Context: an optimization exercise on an open-source flow, tuned for a short achievable clock period and few clock cycles. The choices shown serve that exercise and are no tape-out recipe.
No functional check of the RTL was part of this run.
No driver is modelled on the clock port, so clocking that relies on it looks cheaper here than on a real chip.
No activity file was given, so power comes from the tool's default toggle rates.

<file path="design/flow/flow/run.sh">
#!/bin/bash
# The standard layout (standard.sh) with these changes:
#  - no full-adder extraction in synthesis (ADDER_MAP_FILE empty), so the
#    hand-built prefix adders keep their structure;
#  - timing repair may swap cells across footprints (MATCH_CELL_FOOTPRINT 0);
#  - ports are buffered with buf_8 cells;
set -euo pipefail
F=$PWD/flow
KNOBS=(ADDER_MAP_FILE= MATCH_CELL_FOOTPRINT=0 "BUFFER_PORTS_ARGS=-buffer_cell sky130_fd_sc_hd__buf_8"
       SETUP_SLACK_MARGIN=5.4)
bash standard.sh "${KNOBS[@]}" "POST_CTS_TCL=$F/extra_cts.tcl" cts > make_cts.log 2>&1
bash standard.sh "${KNOBS[@]}" "PRE_GLOBAL_ROUTE_TCL=$F/relax_outputs.tcl" \
    "POST_GLOBAL_ROUTE_TCL=$F/restore_outputs.tcl" finish > make_finish.log 2>&1
</file>
<file path="design/flow/flow/extra_cts.tcl">
source [file join [file dirname [info script]] relax_outputs.tcl]
repair_timing -setup -setup_margin 5.45 -hold_margin 0 -repair_tns 100 -verbose
detailed_placement
check_placement -verbose
source [file join [file dirname [info script]] restore_outputs.tcl]
</file>
<file path="design/flow/flow/relax_outputs.tcl">
# Optimisation aid: while the timing repair runs, the output ports' external
# delay is lowered so that the repair, which stops improving once its worst
# path cannot be improved, is not held up by the output paths (flip-flop to
# port, nothing to repair there) and keeps working on the other paths.
# restore_outputs.tcl puts the design's output delay back before the step
# writes its results.
set_output_delay 0.8 -clock [get_clocks core_clock] [all_outputs]
</file>
<file path="design/flow/flow/restore_outputs.tcl">
# Puts back the design's output delay (20% of the 8 ns period), see
# relax_outputs.tcl.
set_output_delay 1.6 -clock [get_clocks core_clock] [all_outputs]
</file>
<file path="design/flow/standard.sh">
#!/bin/bash
# synth_recipe.tcl (not shown) runs the flow's synth.tcl, then flattens the netlist and writes it again
# the make line also repeats each setting of config.mk as NAME=value (left out here)
make -C /OpenROAD-flow-scripts/flow DESIGN_CONFIG=/design/flow/config.mk WORK_HOME=/design/flow/orfs CLKGATE_MAP_FILE= SYNTH_SCRIPT=/design/flow/synth_recipe.tcl "${@:-finish}"
</file>
<file path="design/flow/config.mk">
export PLATFORM = sky130hd
export DESIGN_NAME = cpuTop
export DESIGN_NICKNAME = cpuTop
export VERILOG_FILES = /design/flow/design.v
export SDC_FILE = /design/flow/constraint.sdc
export NUM_CORES = 4
export LEC_CHECK = 0
export CAP_MARGIN = 20
export CORE_MARGIN = 2
export CORE_UTILIZATION = 40
export PLACE_DENSITY = 0.6
export SLEW_MARGIN = 20
export SYNTH_HIERARCHICAL = 1
export SYNTH_MINIMUM_KEEP_SIZE = 0
</file>
<file path="design/flow/constraint.sdc">
create_clock -name core_clock -period 8.0 [get_ports {clk}]
set_input_delay 1.6000 -clock core_clock [delete_from_list [all_inputs] [get_ports {clk}]]
set_output_delay 1.6000 -clock core_clock [all_outputs]
set_load 0.01 [all_outputs]
</file>
<file path="design/flow/design.v">
package cpuPkg;
    localparam int DataWidth    = 16;
    localparam int RegAddrWidth = 4;
    localparam logic [3:0] OpAdd   = 4'h8;
    localparam logic [3:0] OpSub   = 4'hC;
    localparam logic [3:0] OpNand  = 4'hB;
    localparam logic [3:0] OpOr    = 4'hF;
    localparam logic [3:0] OpAddi  = 4'h9;
    localparam logic [3:0] OpAddiu = 4'hA;
    localparam logic [3:0] OpSubi  = 4'hD;
    localparam logic [3:0] OpOri   = 4'h6;
    localparam logic [3:0] OpNandi = 4'h7;
    localparam logic [3:0] OpShift = 4'h0;
    localparam logic [3:0] ShiftLeft       = 4'd1;
    localparam logic [3:0] ShiftRightLogic = 4'd2;
    localparam logic [3:0] ShiftRightArith = 4'd3;
    localparam logic [3:0] OpBeq   = 4'h4;
    localparam logic [3:0] OpBne   = 4'h5;
    localparam logic [3:0] OpJump  = 4'h3;
    localparam logic [2:0] AluAdd  = 3'd0;
    localparam logic [2:0] AluSub  = 3'd1;
    localparam logic [2:0] AluSll  = 3'd2;
    localparam logic [2:0] AluSrl  = 3'd3;
    localparam logic [2:0] AluSra  = 3'd4;
    localparam logic [2:0] AluNand = 3'd5;
    localparam logic [2:0] AluOr   = 3'd6;
    localparam logic [1:0] ImmReg  = 2'd0;
    localparam logic [1:0] ImmSext = 2'd1;
    localparam logic [1:0] ImmZext = 2'd2;
    typedef union packed {
        struct packed {
            logic [3:0]              opcode;
            logic [RegAddrWidth-1:0] ra;
            logic [RegAddrWidth-1:0] rb;
            logic [RegAddrWidth-1:0] rc;
        } rView;
        struct packed {
            logic [3:0]              opcode;
            logic [RegAddrWidth-1:0] ra;
            logic [7:0]              imm8;
        } iView;
        struct packed {
            logic [3:0]  opcode;
            logic [11:0] imm12;
        } jView;
    } instrWord;
endpackage
module rdBit (
    input  logic [15:0] sel,
    input  logic [15:0] d,
    output logic        q
);
    logic [7:0] t;
    logic [3:0] u;
    logic [1:0] v;
    for (genvar k = 0; k < 8; k++) begin : g_t
        aoi22c u_t (.a1(sel[2*k]), .a2(d[2*k]), .b1(sel[2*k+1]), .b2(d[2*k+1]), .y(t[k]));
    end
    for (genvar k = 0; k < 4; k++) begin : g_u
        nand2c u_u (.a(t[2*k]), .b(t[2*k+1]), .y(u[k]));
    end
    for (genvar k = 0; k < 2; k++) begin : g_v
        nor2c u_v (.a(u[2*k]), .b(u[2*k+1]), .y(v[k]));
    end
    nand2c u_q (.a(v[0]), .b(v[1]), .y(q));
endmodule
module aoi22c (input logic a1, input logic a2, input logic b1, input logic b2, output logic y);
    assign y = ~((a1 & a2) | (b1 & b2));
endmodule
module nor2c (input logic a, input logic b, output logic y);
    assign y = ~(a | b);
endmodule
module nand2bc (input logic an, input logic b, output logic y);
    assign y = ~(~an & b);
endmodule
module mux2c (input logic s, input logic a, input logic b, output logic y);
    assign y = s ? a : b;
endmodule
module invc (input logic a, output logic y);
    assign y = ~a;
endmodule
module opBit (
    input  logic sA,
    input  logic sL,
    input  logic sX,
    input  logic sY,
    input  logic sZ,
    input  logic a,
    input  logic l,
    input  logic x,
    input  logic y,
    input  logic z,
    output logic q
);
    logic na, nl, nx, nyz;
    nand2c u_a (.a(sA), .b(a), .y(na));
    nand2c u_l (.a(sL), .b(l), .y(nl));
    nand2c u_x (.a(sX), .b(x), .y(nx));
    aoi22c u_y (.a1(sY), .a2(y), .b1(sZ), .b2(z), .y(nyz));
    nand4c u_q (.a(na), .b(nl), .c(nx), .d(nyz), .y(q));
endmodule
module opSel (
    input  logic        sA,
    input  logic        sL,
    input  logic        sX,
    input  logic        sY,
    input  logic        sZ,
    input  logic [15:0] a,
    input  logic [15:0] l,
    input  logic [15:0] x,
    input  logic [15:0] y,
    input  logic [15:0] z,
    output logic [15:0] q
);
    for (genvar i = 0; i < 16; i++) begin : g_b
        opBit u_b (.sA(sA), .sL(sL), .sX(sX), .sY(sY), .sZ(sZ),
                   .a(a[i]), .l(l[i]), .x(x[i]), .y(y[i]), .z(z[i]), .q(q[i]));
    end
endmodule
module nand2c (input logic a, input logic b, output logic y);
    assign y = ~(a & b);
endmodule
module nand3c (input logic a, input logic b, input logic c, output logic y);
    assign y = ~(a & b & c);
endmodule
module nand4c (input logic a, input logic b, input logic c, input logic d, output logic y);
    assign y = ~(a & b & c & d);
endmodule
module regRead (
    input  logic [255:0] regsFlat,
    input  logic [15:0]  sel,
    output logic [15:0]  rd
);
    for (genvar i = 0; i < 16; i++) begin : g_b
        logic [15:0] col;
        for (genvar j = 0; j < 16; j++) begin : g_c
            assign col[j] = regsFlat[16*j + i];
        end
        rdBit u_b (.sel(sel), .d(col), .q(rd[i]));
    end
endmodule
import cpuPkg::*;
module pcUnit #(
    parameter logic [15:0] resetPc = '0
) (
    input  logic         rst,
    input  logic [15:0]  pcN,
    input  logic         reqR,
    input  logic [15:0]  iw,
    input  logic         eBr,
    input  logic         eBne,
    input  logic [15:0]  opA,
    input  logic [15:0]  opB,
    input  logic [15:0]  btR,
    input  logic [15:0]  btR2,
    input  logic [15:0]  pcSeqR,
    output logic [15:0]  pcD,       
    output logic [15:0]  pcND,      
    output logic [15:0]  btFD,      
    output logic [15:0]  btF2D,     
    output logic         reqD,
    output logic         brWaitD
);
    logic [3:0] op, fa, fb, fc;
    assign op = iw[15:12];
    assign fa = iw[11:8];
    assign fb = iw[7:4];
    assign fc = iw[3:0];
    logic isBr, isJmp;
    assign isBr  = (op == OpBeq) || (op == OpBne);
    assign isJmp = (op == OpJump);
    logic [14:0] pcInc, jt, jt2, btF, btF2;
    ksAdd #(.W(15)) u_inc  (.a(pcN[15:1]), .b(15'd0), .ci(1'b1), .s(pcInc));
    ksAdd #(.W(15)) u_jt   (.a(pcN[15:1]), .b({{3{iw[11]}}, iw[11:0]}), .ci(1'b0), .s(jt));
    ksAdd #(.W(15)) u_jt2  (.a(pcN[15:1]), .b({{3{iw[11]}}, iw[11:0]}), .ci(1'b1), .s(jt2));
    ksAdd #(.W(15)) u_btf  (.a(pcN[15:1]), .b({{11{fc[3]}}, fc}), .ci(1'b0), .s(btF));
    ksAdd #(.W(15)) u_btf2 (.a(pcN[15:1]), .b({{11{fc[3]}}, fc}), .ci(1'b1), .s(btF2));
    assign btFD  = {btF, 1'b0};
    assign btF2D = {btF2, 1'b0};
    logic brStatic, takenF, brWait;
    assign brStatic = (fa == fb) || (fc == 4'd0);
    assign takenF   = isBr && (fa == fb) && !op[0] && (fc != 4'd0);
    assign brWait   = isBr && !brStatic;
    logic eqE, takenE;
    assign eqE = (opA == opB);
    assign takenE = eBr && (eqE ^ eBne);
    logic selR, selJ, selB, selI, selE, selH;
    assign selR = rst;
    assign selJ = !rst && reqR && isJmp;
    assign selB = !rst && reqR && takenF;
    assign selI = !rst && reqR && !isJmp && !takenF;
    assign selE = !rst && !reqR && takenE;
    assign selH = !rst && !reqR && !takenE;
    localparam logic [15:0] ResetPc2 = resetPc + 16'd2;
    pcMux u_mux (
        .selR (selR), .selJ (selJ), .selB (selB), .selI (selI), .selE (selE), .selH (selH),
        .rstV (resetPc[15:1]), .jt (jt), .btF (btF), .pcInc (pcN[15:1]), .btE (btR[15:1]),
        .pcH  (pcSeqR[15:1]),
        .pcD  (pcD[15:1])
    );
    pcMux u_muxn (
        .selR (selR), .selJ (selJ), .selB (selB), .selI (selI), .selE (selE), .selH (selH),
        .rstV (ResetPc2[15:1]), .jt (jt2), .btF (btF2), .pcInc (pcInc), .btE (btR2[15:1]),
        .pcH  (pcN[15:1]),
        .pcD  (pcND[15:1])
    );
    assign pcD[0]  = 1'b0;
    assign pcND[0] = 1'b0;
    assign reqD    = rst || !(reqR && brWait);
    assign brWaitD = !rst && reqR && brWait;
endmodule
module pcMux (
    input  logic        selR,
    input  logic        selJ,
    input  logic        selB,
    input  logic        selI,
    input  logic        selE,
    input  logic        selH,
    input  logic [14:0] rstV,
    input  logic [14:0] jt,
    input  logic [14:0] btF,
    input  logic [14:0] pcInc,
    input  logic [14:0] btE,
    input  logic [14:0] pcH,
    output logic [14:0] pcD
);
    assign pcD = ({15{selR}} & rstV) | ({15{selJ}} & jt) | ({15{selB}} & btF)
               | ({15{selI}} & pcInc) | ({15{selE}} & btE) | ({15{selH}} & pcH);
endmodule
module aluUnit (
    input  logic [15:0] opA,
    input  logic [15:0] opB,
    input  logic        eSub,
    input  logic        eArith,
    input  logic        eNand,
    input  logic        eOr,
    input  logic        eSll,
    input  logic        eSrl,
    input  logic        eSra,
    input  logic [3:0]  eShamt,
    output logic [15:0] sum,
    output logic [15:0] logicRes,
    output logic [15:0] res
);
    logic [15:0] bX;
    assign bX = opB ^ {16{eSub}};
    ksAdd #(.W(16)) u_add (.a(opA), .b(bX), .ci(eSub), .s(sum));
    always_comb begin
        logicRes = '0;
        if (eNand) logicRes = logicRes | ~(opA & opB);
        if (eOr)   logicRes = logicRes | (opA | opB);
        if (eSll)  logicRes = logicRes | (opA << eShamt);
        if (eSrl)  logicRes = logicRes | (opA >> eShamt);
        if (eSra)  logicRes = logicRes | 16'($signed(opA) >>> eShamt);
    end
    assign res = eArith ? sum : logicRes;
endmodule
module ksAdd #(
    parameter int W = 16
) (
    input  logic [W-1:0] a,
    input  logic [W-1:0] b,
    input  logic         ci,
    output logic [W-1:0] s,
    output logic [W-1:0] pOut,    
    output logic [W-1:0] cOut     
);
    localparam int L = (W > 8) ? 4 : (W > 4) ? 3 : (W > 2) ? 2 : 1;
    logic [W-1:0] g [L+1];
    logic [W-1:0] p [L+1];
    logic [W-1:0] p0;
    for (genvar i = 0; i < W; i++) begin : g_pg
        if (i == 0) begin : g_first
            addCell0 u_c (.a(a[i]), .b(b[i]), .ci(ci), .g(g[0][i]), .p(p0[i]));
        end else begin : g_rest
            addPg u_c (.a(a[i]), .b(b[i]), .g(g[0][i]), .p(p0[i]));
        end
    end
    assign p[0] = p0;
    for (genvar l = 1; l <= L; l++) begin : g_l
        for (genvar i = 0; i < W; i++) begin : g_i
            if (i >= (1 << (l - 1))) begin : g_comb
                if (l % 2 == 1) begin : g_odd
                    pfxTrueIn u_c (.gh(g[l-1][i]), .ph(p[l-1][i]),
                                   .gl(g[l-1][i - (1 << (l - 1))]), .pl(p[l-1][i - (1 << (l - 1))]),
                                   .gn(g[l][i]), .pn(p[l][i]));
                end else begin : g_even
                    pfxInvIn u_c (.ghn(g[l-1][i]), .phn(p[l-1][i]),
                                  .gln(g[l-1][i - (1 << (l - 1))]), .pln(p[l-1][i - (1 << (l - 1))]),
                                  .g(g[l][i]), .p(p[l][i]));
                end
            end else begin : g_pass
                pfxInv u_g (.a(g[l-1][i]), .y(g[l][i]));
                pfxInv u_p (.a(p[l-1][i]), .y(p[l][i]));
            end
        end
    end
    assign pOut = p0;
    assign cOut[0] = ci;
    for (genvar i = 1; i < W; i++) begin : g_c
        if (L % 2 == 0) begin : g_ct
            assign cOut[i] = g[L][i-1];
        end else begin : g_cn
            assign cOut[i] = ~g[L][i-1];
        end
    end
    for (genvar i = 0; i < W; i++) begin : g_s
        if (i == 0) begin : g_s0
            addSum u_c (.p(p0[i]), .c(ci), .s(s[i]));
        end else if (L % 2 == 0) begin : g_st
            addSum u_c (.p(p0[i]), .c(g[L][i-1]), .s(s[i]));
        end else begin : g_sn
            addSumN u_c (.p(p0[i]), .cn(g[L][i-1]), .s(s[i]));
        end
    end
endmodule
module addCell0 (input logic a, input logic b, input logic ci, output logic g, output logic p);
    assign g = (a & b) | ((a | b) & ci);
    assign p = a ^ b;
endmodule
module addPg (input logic a, input logic b, output logic g, output logic p);
    assign g = a & b;
    assign p = a ^ b;
endmodule
module pfxTrueIn (input logic gh, input logic ph, input logic gl, input logic pl,
                  output logic gn, output logic pn);
    assign gn = ~(gh | (ph & gl));
    assign pn = ~(ph & pl);
endmodule
module pfxInvIn (input logic ghn, input logic phn, input logic gln, input logic pln,
                 output logic g, output logic p);
    assign g = ~(ghn & (phn | gln));
    assign p = ~(phn | pln);
endmodule
module pfxInv (input logic a, output logic y);
    assign y = ~a;
endmodule
module addSum (input logic p, input logic c, output logic s);
    assign s = p ^ c;
endmodule
module addSumN (input logic p, input logic cn, output logic s);
    assign s = ~(p ^ cn);
endmodule
import cpuPkg::*;
module cpuTop #(
    parameter logic [DataWidth-1:0] resetPc = '0
) (
    input  logic                    clk,
    input  logic                    rst,
    output logic [DataWidth-1:0]    pc,
    output logic                    instrReq,
    input  cpuPkg::instrWord                instr,
    output logic                    regWrEn,
    output logic [RegAddrWidth-1:0] regWrAddr,
    output logic [DataWidth-1:0]    regWrData
);
    logic [15:0] pcO;           
    logic [15:0] pcN;           
    logic [15:0] btR, btR2;     
    logic [15:0] pcSeqR;        
    logic        reqR;
    logic [15:0] regs [16];
    logic        eWr;         
    logic        eBr;         
    logic        eBne;
    logic [3:0]  eRa;
    logic [15:0] opA, opB;        
    logic [15:0] sum, logicRes, res;    
    logic [3:0]  eShamt;
    logic        eSub, eArith, eNand, eOr, eSll, eSrl, eSra;
    logic        wrEnR;
    logic [3:0]  wrAddrR;
    logic [15:0] wrDataR;
    logic [15:0] wbData;
    logic [15:0] wSel;
    assign pc        = pcO;
    assign instrReq  = reqR;
    assign regWrEn   = wrEnR;
    assign regWrAddr = wrAddrR;
    assign regWrData = wrDataR;
    logic [15:0] iw;
    logic [3:0]  op, fa, fb, fc;
    assign iw = instr;
    assign op = iw[15:12];
    assign fa = iw[11:8];
    assign fb = iw[7:4];
    assign fc = iw[3:0];
    logic isR, isImm, isShift, isBr, isWr;
    logic dSub, dArith, dNand, dOr, dSll, dSrl, dSra;
    always_comb begin
        isR = 1'b0; isImm = 1'b0; isShift = 1'b0; isBr = 1'b0;
        dSub = 1'b0; dArith = 1'b0; dNand = 1'b0; dOr = 1'b0;
        dSll = 1'b0; dSrl = 1'b0; dSra = 1'b0;
        case (op)
            OpAdd:   begin isR = 1'b1;   dArith = 1'b1; end
            OpSub:   begin isR = 1'b1;   dArith = 1'b1; dSub = 1'b1; end
            OpNand:  begin isR = 1'b1;   dNand = 1'b1; end
            OpOr:    begin isR = 1'b1;   dOr   = 1'b1; end
            OpAddi:  begin isImm = 1'b1; dArith = 1'b1; end
            OpAddiu: begin isImm = 1'b1; dArith = 1'b1; end
            OpSubi:  begin isImm = 1'b1; dArith = 1'b1; dSub = 1'b1; end
            OpOri:   begin isImm = 1'b1; dOr   = 1'b1; end
            OpNandi: begin isImm = 1'b1; dNand = 1'b1; end
            OpShift: begin
                case (fc)
                    ShiftLeft:       begin isShift = 1'b1; dSll = 1'b1; end
                    ShiftRightLogic: begin isShift = 1'b1; dSrl = 1'b1; end
                    ShiftRightArith: begin isShift = 1'b1; dSra = 1'b1; end
                    default: ;
                endcase
            end
            OpBeq, OpBne: isBr = 1'b1;
            default: ;
        endcase
        isWr = isR | isImm | isShift;
    end
    logic [255:0] regsFlat;
    logic [15:0]  selA, selB, selC;
    logic [15:0]  rdA, rdB, rdC;
    assign regsFlat[15:0] = '0;
    for (genvar j = 1; j < 16; j++) begin : g_flat
        assign regsFlat[16*j +: 16] = wSel[j] ? wbData : regs[j];
    end
    always_comb begin
        for (int j = 0; j < 16; j++) begin
            selA[j] = (fa == j[3:0]);
            selB[j] = (fb == j[3:0]);
            selC[j] = (fc == j[3:0]);
        end
    end
    regRead u_rda (.regsFlat(regsFlat), .sel(selA), .rd(rdA));
    regRead u_rdb (.regsFlat(regsFlat), .sel(selB), .rd(rdB));
    regRead u_rdc (.regsFlat(regsFlat), .sel(selC), .rd(rdC));
    logic eNz, f1a, f1b, f1c;
    assign eNz = eWr && (eRa != 4'd0);
    assign f1a = eNz && (fa == eRa);
    assign f1b = eNz && (fb == eRa);
    assign f1c = eNz && (fc == eRa);
    logic        fwdA, fwdB;
    logic [15:0] immVal, opAD, opBD;
    assign fwdA   = isR ? f1b : f1a;
    assign fwdB   = (isR && f1c) || (isBr && f1b);
    assign immVal = {{8{iw[7] & (op != OpAddiu)}}, iw[7:0]};
    opSel u_opa (
        .sA (fwdA && eArith), .sL (fwdA && !eArith), .sX (isR && !fwdA), .sY (!isR && !fwdA),
        .sZ (1'b0),
        .a  (sum),  .l (logicRes), .x (rdB), .y (rdA), .z (immVal),
        .q  (opAD)
    );
    opSel u_opb (
        .sA (fwdB && eArith), .sL (fwdB && !eArith), .sX (isR && !fwdB), .sY (isBr && !fwdB),
        .sZ (!isR && !isBr && !fwdB),
        .a  (sum),  .l (logicRes), .x (rdC), .y (rdB), .z (immVal),
        .q  (opBD)
    );
    logic [15:0] pcD, pcND, btFD, btF2D;
    logic        reqD, brWaitD;
    pcUnit #(
        .resetPc (resetPc)
    ) u_pc (
        .rst       (rst),
        .pcN       (pcN),
        .reqR      (!eBr),
        .iw        (iw),
        .eBr       (eBr),
        .eBne      (eBne),
        .btR       (btR),
        .btR2      (btR2),
        .pcSeqR    (pcSeqR),
        .opA       (opA),
        .opB       (opB),
        .pcD       (pcD),
        .pcND      (pcND),
        .btFD      (btFD),
        .btF2D     (btF2D),
        .reqD      (reqD),
        .brWaitD   (brWaitD)
    );
    aluUnit u_alu (
        .opA    (opA),
        .opB    (opB),
        .eSub   (eSub),
        .eArith (eArith),
        .eNand  (eNand),
        .eOr    (eOr),
        .eSll   (eSll),
        .eSrl   (eSrl),
        .eSra   (eSra),
        .eShamt (eShamt),
        .sum    (sum),
        .logicRes (logicRes),
        .res    (res)
    );
    always_ff @(posedge clk) begin
        pcO  <= pcD;
        pcN  <= pcND;
        reqR <= reqD;
        eBr  <= brWaitD;
        if (rst) begin
            eWr     <= 1'b0;
            wrEnR   <= 1'b0;
        end else begin
            eWr   <= !eBr && isWr;
            wrEnR <= eWr;
        end
    end
    always_ff @(posedge clk) begin
        for (int j = 0; j < 16; j++) begin
            wSel[j] <= !rst && eWr && (j != 0) && (eRa == j[3:0]);
        end
    end
    always_ff @(posedge clk) begin
        eRa     <= fa;
        eBne    <= op[0];
        eShamt  <= fb;
        eSub    <= dSub;
        eArith  <= dArith;
        eNand   <= dNand;
        eOr     <= dOr;
        eSll    <= dSll;
        eSrl    <= dSrl;
        eSra    <= dSra;
        opA     <= opAD;
        opB     <= opBD;
        btR     <= btFD;
        btR2    <= btF2D;
        pcSeqR  <= pcN;
        wrAddrR <= eRa;
        wrDataR <= res;
        if (eWr) begin
            wbData <= res;
        end
    end
    assign regs[0] = '0;
    for (genvar j = 1; j < 16; j++) begin : g_rf
        always_ff @(posedge clk) begin
            if (rst) begin
                regs[j] <= '0;
            end else if (wSel[j]) begin
                regs[j] <= wbData;
            end
        end
    end
endmodule
</file>
==> run notes <==
==> worst paths after layout <==
kind / to / slack (ns) / cells past startpoint
min: pcO[5] / 0.45 / 2
min reg2reg: pcO[5] / 0.45 / 2
max: opB[11] / 5.28 / 10
max reg2reg: wbData[3] / 5.36 / 9
==> tightest hold or removal path: stages, from the launching register on <==
cell and delay [ns]:
dfxtp_1 0.31, a22oi_1 0.05, nand3_1 0.06
==> sequential cells by signal, indices dropped and copies added, names as in the netlist, 4 cells and up <==
name     cells
regs       240
opA         16
opB         16
pcO         16
wbData      16
wrDataR     16
btR2        15
btR         15
pcN         15
pcSeqR      15
wSel        15
eRa          4
eShamt       4
wrAddrR      4
==> through the flow <==
| stage | cell area [um2] | util, % | hold WS (ns) | setup WS (ns) |
|---|---|---|---|---|
| finish | 39580 | 52.38 | 0.4485 | 5.276 |
| detailed placement | 33410 | 44.21 | 0.4348 | 3.998 |
| global placement | 33360 | 44.15 | 0.4322 | 3.984 |
| floorplan | 31890 | - | 0.3258 | 4.882 |
==> per-layer routing <==
layer / wire length (um) / vias to the layer above / GRT usage [%]
met1: 52410 / 13640 / 42.34
met3: 10660 / 281 / 5.238
met5: 0 / - / 0
met2: 52850 / 1340 / 45.73
met4: 6548 / 0 / 14.10
li1: - / 12320 / -
==> area by class of cell <==
type                            instances  area (um2)
Sequential cell                       419        8657
Tap cell                              978        1224
Inverter                              102       387.9
Clock inverter                         18       232.7
Timing Repair Buffer                  259        3601
Antenna cell                            1       2.502
Clock buffer                           69        1424
Multi-Input combinational cell       2788       24050
Fill cell                            6795       35990
==> where the power goes <==
group	switching, uW	internal [uW]
Clock	978	1380
Combinational	1820	1220
Sequential	448	2330
Total	3240	4930
==> run notes <==
outcome=timing/DRC/antenna clean; clock skew=0.03218 ns; CP top delay family=simple AND/OR/NAND/NOR gates; Crit. End Element=flop; Vias=27580; Ports=56; Setup crit start kind=input pin; clock slew at reported path FFs=0.06 ns; Clock Latency Late Sink=0.61 ns; worst vdd rail ir drop=0.1824 mV; fin crit share=34.05%; CP startpoint=instr[6]; total power=8169 uW; Starting Density=40.26%; Sink Count=419; vias in the first global route=26220; post-route non-filler standard cell count=4634; Final HPWL DP=77870 um; DR WL/cell=26.43 um; synth warn=17; min cycle time layout=2.724 ns; CP required=8.47 ns; Final ANT Viol Nets=0; Hold Crit Class=reg -> reg; P&R area growth vs syn=30.11%; Post-Route WL=122500 um; Crit Path Category=in -> reg; Hold Vio Cnt, Final=0; crit-path max cell delay=0.29 ns; most common cell after layout, fill and taps aside=a22oi_2; Hold Crit Start=btR[5]; CP max stage cell=a22oi_2; total track usage=30.43%; Slew Viols, Final=0; largest net degree at the start of global routing=86; most frequent cells in the layout=453 x a22oi_2, 431 x nand2_1, 334 x dfxtp_1; syn_area_per_cell=9.169 um2; core area=75570 um2; global placer's final weighted congestion=0.9640; Worst slew margin=15.33%; die area=78280 um2; RR Startpoint=eSub; slew of the pin with the lowest slew margin=1.268 ns; drt pass-1 iters=5; number of max-cap violations=0; # DRC=0; Cell Area, Synth=30420 um2; f_max=367.1 MHz; Finish-stage setup viols=0; share of layout cells above drive strength 1=50.42%; layout net count=3638; PD cells=206.4 nW/um2; first-pass GRT wire length=178800 um; grt ovf=0; worst-path maximum fanout=10; cell count after synthesis=3318; WP buf/inv=2; crit path cell chain=buf_16 -> nand2b_4 -> buf_4 -> nor2_4 -> a22oi_2 -> nand2_1 -> nor2_2 -> nand2_1 -> a22oi_2 -> nand4_1; Via density=5.952; # placed instances=4369; CTS tree=yes; final setup TNS=0 ns; I/O Buffers=55; leakage power=0.01515 uW; Detailed Route Iter0 Violations=2790; floorplan row count=101; die height=279.8 um; initial antenna violation count=1; Die X=279.8 um; critical path arrival=3.19 ns

what the ideal ports hide:
The results above use ideal ports. As a check the final layout listed here was re-extracted and re-timed, cells and wires unchanged.
Step 1 (the two cells are an assumption about what drives the block):
set clk [get_ports {clk}]
set_driving_cell -lib_cell sky130_fd_sc_hd__clkbuf_16 $clk
set_driving_cell -lib_cell sky130_fd_sc_hd__buf_2 [delete_from_list [all_inputs] $clk]
Step 2 adds t to the input delays and takes it off the output delays; t is the mean of the earliest and latest rising clock arrival at the registers after step 1. Input paths then give back, and output paths get back, about the clock's delay inside the block.
a / b / c = no drivers / after step 1 / after step 2; a / b = the first two.
t, ns: 0.665
setup slack, ns: 5.276 / 5.068 / 4.403
slew at the worst register clock pin (ns): 0.07 / 0.07
After both steps setup and hold are still met in this run. For this run, drivers alone change the setup slack by -0.208 ns; drivers and shift together by -0.873 ns.
